From an optimization exercise on the open Yosys and OpenROAD flow, aimed at small area, a short achievable clock period and few clock cycles per item; shortcuts taken in it are not production practice.
Function was checked by simulation only, so behaviour that the tests miss may differ from the original.

## flow/design.v (module list and top-level ports; edited modules follow where they fit)
// module fir_csa: 7 lines
// module fir_symm_tdm: 1199 lines
module fir_symm_tdm (
  input  logic        clk,
  input  logic        rst,
  input  logic        clear,
  input  logic        in_valid,
  output logic        in_ready,
  input  logic [15:0] in_data,
  input  logic        coef_we,
  input  logic [5:0]  coef_addr,
  input  logic [17:0] coef_wdata,
  output logic        out_valid,
  output logic [15:0] out_data,
  output logic        out_sat
);
  // ...
==> flow/flow/run.sh <==
#!/bin/bash
# The standard layout (standard.sh), with two changes to how the layout is made:
#  - the port buffers are buf_4 cells (buffer_ports -buffer_cell) instead of the slow
#    default, so the combinational clear/rst -> in_ready path and the input paths are short;
#  - more antenna-repair iterations after detailed routing.
# The make output goes to make_finish.log; ORFS writes each tool's log under orfs/logs.
set -euo pipefail
bash standard.sh \
  "BUFFER_PORTS_ARGS=-buffer_cell sky130_fd_sc_hd__buf_4" \
  "MAX_REPAIR_ANTENNAS_ITER_DRT=10" \
  finish > make_finish.log 2>&1
==> flow/standard.sh <==
#!/bin/bash
# synth_recipe.tcl (not shown) runs the flow's synth.tcl, then flattens the netlist and writes it again
# the make line also repeats each setting of config.mk as NAME=value (left out here)
make -C /OpenROAD-flow-scripts/flow DESIGN_CONFIG=/design/flow/config.mk WORK_HOME=/design/flow/orfs CLKGATE_MAP_FILE= SYNTH_SCRIPT=/design/flow/synth_recipe.tcl "${@:-finish}"
==> flow/config.mk <==
export PLATFORM = sky130hd
export DESIGN_NAME = fir_symm_tdm
export DESIGN_NICKNAME = fir_symm_tdm
export VERILOG_FILES = /design/flow/design.v
export SDC_FILE = /design/flow/constraint.sdc
export NUM_CORES = 4
export LEC_CHECK = 0
export CAP_MARGIN = 20
export CORE_MARGIN = 2
export CORE_UTILIZATION = 40
export SLEW_MARGIN = 20
export SYNTH_HIERARCHICAL = 1
export SYNTH_MINIMUM_KEEP_SIZE = 0
==> flow/constraint.sdc <==
create_clock -name core_clock -period 12.0 [get_ports {clk}]
set_input_delay 2.4000 -clock core_clock [delete_from_list [all_inputs] [get_ports {clk}]]
set_output_delay 2.4000 -clock core_clock [all_outputs]
set_load 0.01 [all_outputs]
==> flow_summary.toml, run 1 <==
[layout]
largest_reg_flops = 1632
seq_share_pct = 25.6
nNonClkBuffers = 825
area_growth_pct = 7.05
final-clk-cell-share_pct = 4.23
largest-register = "x_q"
layout.nonclk_buf_share_pct = 1.39

[sta]
slew_headroom_pct = 15.1
worst_slew_pin_slew_ns = 1.27

[critical_path]
critPathCaptureType = "output port"
worstRegToRegCells = 7
reg2reg_to = "r5_1[1]$_DFF_P_"
arrival_ns = 2.93
slowest_delay_ns = 0.21
critPathTopFamily = "buffers and inverters"

[synth]
synth-compound-area-share_pct = 14.0
synth_area_per_cell_um2 = 12.4
synth.distinct_cells = 72
synth_adder_area_share_pct = 37.4
synth_area_leaders = "fa_1, edfxtp_1, xnor2_1"
synth_edf_count = 3009
synth_top_family_by_area = "adder cells"

[grt]
grt_max_degree = 179
busiest_layer = "met2"
grt_use_met3_pct = 9.01

[clock_tree]
clk-insertion-delay-late_ns = 1.26
cts_setup_buffers = 0

[run_status]
outcome = "finished clean"

[drt]
wl_met3_mm = 240
drcViolationCount = 0
dr_wl_met2_mm = 841
drt-total-wl_mm = 1960

[floorplan]
die_y_mm = 1.12
well_tap_count = 16400

[placed_design]
portBuffers = 63
hpwlAfterDp_mm = 1510
globalplace.congestion = 1.04

[worst_hold_path]
hp-class = "reg2reg"
Testbench counts, summed over its fixed seeds: cycles 560, items 512.
==> run 2: changes to the inputs <==
--- a/flow/design.v
+++ b/flow/design.v
@@ -22,17 +22,17 @@
   input  logic [17:0] coef_wdata,
   output logic        out_valid,
   output logic [15:0] out_data,
   output logic        out_sat
 );
   logic [6:0] fl_q;
   logic       rdy_q;
   logic       accept, shift;
-  logic [4:0] v_q;    
+  logic [3:0] v_q;    
   assign in_ready = rdy_q && !clear && !rst;
   assign accept   = in_valid && in_ready;
   assign shift    = accept || !rdy_q;
   always_ff @(posedge clk or posedge rst) begin
     if (rst) begin
       fl_q  <= 7'd102;
       rdy_q <= 1'b0;
     end else if (clear) begin
@@ -44,18 +44,18 @@
     end
   end
   always_ff @(posedge clk or posedge rst) begin
     if (rst) begin
       v_q       <= '0;
       out_valid <= 1'b0;
     end else begin
       v_q[0]    <= accept;
-      for (int i = 1; i < 5; i++) v_q[i] <= v_q[i-1] && !clear;
-      out_valid <= v_q[4] && !clear;
+      for (int i = 1; i < 4; i++) v_q[i] <= v_q[i-1] && !clear;
+      out_valid <= v_q[3] && !clear;
     end
   end
   logic [101:0][15:0] x_q;
   logic [50:0][8:0][2:0] cb;
   always_ff @(posedge clk) begin
     if (shift) x_q <= {x_q[100:0], (rdy_q ? in_data : 16'd0)};
   end
   logic        wr_q, rz_q;
@@ -1199,13 +1199,11 @@
   logic [39:0] sum;
   assign sum = {r11_39[0], s14_38[0], s14_37[0], s14_36[0], s13_35[0], k13_33[0], s13_33[0], k13_31[0], k13_30[0], k14_29[0], s14_29[0], k14_27[0], k14_26[0], k14_25[0], k14_24[0], k14_23[0], k14_22[0], s14_22[0], s14_21[0], k14_19[0], s14_19[0], s14_18[0], k14_16[0], s14_16[0], k14_14[0], s14_14[0], k14_12[0], s14_12[0], s14_11[0], k14_9[0], s14_9[0], s13_8[0], s12_7[0], r11_6[0], r11_5[0], r11_4[0], r11_3[0], r11_2[0], r11_1[0], r11_0[0]}
              + {k14_38[0], k14_37[0], k14_36[0], 1'b0, 1'b0, s12_34[0], k13_32[0], s13_32[0], s13_31[0], s13_30[0], k14_28[0], s14_28[0], s14_27[0], s14_26[0], s14_25[0], s14_24[0], s14_23[0], k14_21[0], k14_20[0], s14_20[0], k14_18[0], k14_17[0], s14_17[0], k14_15[0], s14_15[0], k14_13[0], s14_13[0], k14_11[0], k14_10[0], s14_10[0], 1'b0, 1'b0, 1'b0, 1'b0, 1'b0, 1'b0, 1'b0, 1'b0, 1'b0, r11_0[1]};
   logic [39:16] acc;
   always_ff @(posedge clk) acc <= sum[39:16];
   logic sat_hi, sat_lo;
   assign sat_hi = !acc[39] && (acc[38:31] != '0);
   assign sat_lo =  acc[39] && (acc[38:31] != '1);
-  always_ff @(posedge clk) begin
-    out_sat  <= sat_hi || sat_lo;
-    out_data <= sat_hi ? 16'h7fff : sat_lo ? 16'h8000 : acc[31:16];
-  end
+  assign out_sat  = sat_hi || sat_lo;
+  assign out_data = sat_hi ? 16'h7fff : sat_lo ? 16'h8000 : acc[31:16];
 endmodule
==> flow/flow/run.sh (replaced) <==
#!/bin/bash
# The standard layout (standard.sh), with three changes to how the layout is made:
#  - the port buffers are buf_4 cells (buffer_ports -buffer_cell) instead of the slow
#    default, so the combinational clear/rst -> in_ready path and the input paths are short;
#  - more antenna-repair iterations after detailed routing;
#  - timing repair aims 6.9 ns below the clock period (the constraints are unchanged).
# The make output goes to make_finish.log; ORFS writes each tool's log under orfs/logs.
set -euo pipefail
bash standard.sh \
  "BUFFER_PORTS_ARGS=-buffer_cell sky130_fd_sc_hd__buf_4" \
  "MAX_REPAIR_ANTENNAS_ITER_DRT=10" \
  "SETUP_SLACK_MARGIN=6.9" "TNS_END_PERCENT=100" \
  finish > make_finish.log 2>&1
==> flow_summary.toml, run 2 <==
[drt]
drcViolationCount = 0
vias = 350000
drtIter0Drc = 52800
firstDrtPassIters = 7
vias_per_cell = 6.42
drt.antenna.violating_nets = 0
drt-total-wl_mm = 2070
avgRoutedWirePerCell_um = 37.9

[layout]
reg.largest.list = "x_q x1632, cb x1377, g_tap.s x867"
layout_common_cells = "fa_1, xnor2_1, a22oi_1, edfxtp_1, dfxtp_1"
final_area_um2 = 531000
fill_cells = 113000
drive_above_1_share_pct = 5.97
largest-register = "x_q"
area_growth_pct = 7.26
largest_reg_flops = 1632
fin_cells = 54600
nNetsFinal = 46700
final_common_cell = "fa_1"

[grt]
grt_pass1_vias = 345000
grt_remaining_overflow = 0
grt_pass1_wl_mm = 2860
antenna_found_initial = 212
grt_max_degree = 161
grt_usage_pct = 32.6

[worst_hold_path]
holdPathStages = 0
min_from = "r5_15[49]$_DFF_P_"
hp-class = "reg2reg"

[sta]
finalHoldViolations = 0
setup_viol = 0
timing.final.crit_share_pct = 43.8
fin_skew_ns = 0.120
worst_slew_pin_slew_ns = 1.48
slew_violations = 0
slew_headroom_pct = 1.59
rsz0062_at_grt = "yes"
timing.hold.ws_ns = 0.320
clock.fmax_mhz = 190
final.setup.tns_ns = 0
layout_min_cycle_time_ns = 5.25

[placed_design]
hpwlAfterDp_mm = 1580
portBuffers = 63
dp_cells = 52700
dpl_cell_area_um2 = 506000
globalplace.congestion = 1.03

[synth]
synthTopCellsByCount = "fa_1, xnor2_1, a22oi_1, clkbuf_1, edfxtp_1"
synth_edf_count = 3009
yosysTopAreaCellShare_pct = 35.2
synth_most_common_cell = "fa_1"
synth_top_area_cell = "fa_1"
yosysSeqAreaShare_pct = 27.3
synth_cells = 40000
synth-main-ff-cell = "edfxtp_1"
synth.ff_latch_count = 5255
syn_area_um2 = 495000
syn_nets = 49600
yosys_warnings = 7
synthArstFlopShare_pct = 0.266
synth.distinct_cells = 72
synth_area_per_cell_um2 = 12.4
synth_area_leaders = "fa_1, edfxtp_1, xnor2_1"

[critical_path]
arrival_ns = 2.85
slowest_delay_ns = 0.22
worstReg2RegStart = "g_tap[3].s[16]$_DFF_P_"
startpoint = "clear"
crit_path_start_kind = "primary input"
worstRegToRegCells = 7
critPathCaptureType = "output port"
crit_path_max_fanout = 2
worstPathRequired_ns = 9.60
crit_type = "in2out"
slowest_stage = "nor3b_4"
path_cells = "buf_12, nor3b_4, buf_6"

[floorplan]
die_w_mm = 1.12
ios = 64
core_area_um2 = 1230000
rows = 408
die_area_um2 = 1250000
start_util_pct = 40.1
die_y_mm = 1.12

[clock_tree]
cts_sinks = 5255
cts-root-buf = "clkbuf_16"
hold_buffers = 0
cts_buffer_depth = 5
htreeDepth = 6
clk-insertion-delay-late_ns = 1.22
cts_buffers = 655
cts_tree = "done"
clk_pin_slew_ns = 0.05

[run_status]
outcome = "finished clean"

[job]
drv_cap = 0
==> run 2: changes by cell type after synthesis, moves of 8 or more <==
| cell | change |
|---|---|
| nor3_1 | +11 |
| xor2_1 | -12 |
| o21a_1 | +31 |
| a21o_1 | -19 |
| a21oi_1 | -8 |
| and3_1 | +10 |
| buf_1 | +31 |
| o21ai_0 | -28 |
| o211ai_1 | +8 |
| dfxtp_1 | -17 |
| o2111ai_1 | +15 |
| nor2b_1 | -12 |
| nand3_1 | +16 |
| clkbuf_1 | -31 |
==> run 2: timing repair <==
item                                    in CTS  in global routing
endpoints found under the setup margin      17                  2
hold endpoints to repair                     0                  0
pin swaps                                    2                  2
gates cloned                                 0                  0
resized for setup                           40                  2
setup buffers                                3                  1
==> run 2: final cells by class <==
cell class	instances	area (um^2)	share of cell area [%]
multi-input cells	30100	343000	64.5
flip-flops and latches	5255	135000	25.5
well taps	16400	20500	3.86
clock buffers	842	18300	3.45
repair buffers	906	7820	1.47
clock inverters	369	4240	0.798
diodes	596	1490	0.281
inverters	162	608	0.114
==> run 2: worst max-delay path: cells and delay by family <==
kind,cells,cell delay (ns)
buf+inv,2,0.23
simple gates,1,0.22
==> run 2: logic make-up (layout without fill, tap and decap cells) <==
logic type | count (synthesis) | in the layout | synth area share (%)
adder cells (fa/ha/maj) | 9575 | 9575 | 37.4
AO/OA/AOI/OAI | 9436 | 9436 | 14.1
XOR/XNOR | 8819 | 8819 | 15.6
flip-flops | 5255 | 5255 | 27.3
buffers and inverters | 4675 | 2279 | 3.54
AND/OR/NAND/NOR | 2238 | 2238 | 2.07
multiplexers | 1 | 1 | 0.00202
other | 0 | 596 | 0
==> run 2: layer usage <==
metal  track usage (%)  vias to the layer above  share of wire (%)
li1                  -                   134000                  -
met1              45.7                   186000                 39
met2              44.7                    26500                 41
met3              11.4                     3843                 14
met4              16.0                       54                5.6
met5            0.0838                        -              0.020
==> run 2: through the flow <==
stage,utilization (%),setup WS (ns)
5_1_grt,43.0,6.74
2_1_floorplan,-,-2.64
6_report,43.0,6.75
3_5_place_dp,41.0,6.02
3_3_place_gp,41.0,6.12
4_1_cts,42.8,6.75
==> run 2: path summary, 6_finish.rpt <==
kind | slack (ns) | end
max in group asynchronous | 10.27 | fl_q[6]$_DFFE_PP1P_
max | 6.75 | in_ready
min reg2reg | 0.32 | r11_15[4]$_DFF_P_
min | 0.32 | r11_15[4]$_DFF_P_
min in group asynchronous | 1.36 | out_valid$_DFF_PP0_
max reg2reg | 6.99 | r5_36[1]$_DFF_P_
Testbench counts of run 2, summed over its fixed seeds: cycles 552, items 512.

what the ideal ports hide:
The results above use ideal ports. As a check the final layouts listed here were re-extracted and re-timed, cells and wires unchanged. Step 1 (the two cells are an assumption about what drives the block):
set clk [get_ports {clk}]
set_driving_cell -lib_cell sky130_fd_sc_hd__clkbuf_16 $clk
set_driving_cell -lib_cell sky130_fd_sc_hd__buf_2 [delete_from_list [all_inputs] $clk]
Step 2 adds t to the input delays and takes it off the output delays; t is the mean of the earliest and latest rising clock arrival at the registers after step 1. Input paths then give back, and output paths get back, about the clock's delay inside the block. a / b / c = ideal ports / drivers / drivers and shift; a / b = the first two.
| run | shift t [ns] | setup WS [ns] | worst setup path after step 2 | worst register clock-pin slew, ns |
|---|---|---|---|---|
| run 1 | 1.344 | 6.668 / 6.648 / 6.164 | input to register | 0.08 / 0.08 |
| run 2 | 1.325 | 6.749 / 6.701 / 5.766 | input to register | 0.08 / 0.08 |
After both steps every run listed still meets setup and hold. The setup slack of run 2, which loses most, moves by -0.048 ns with the drivers and by -0.983 ns with both steps.
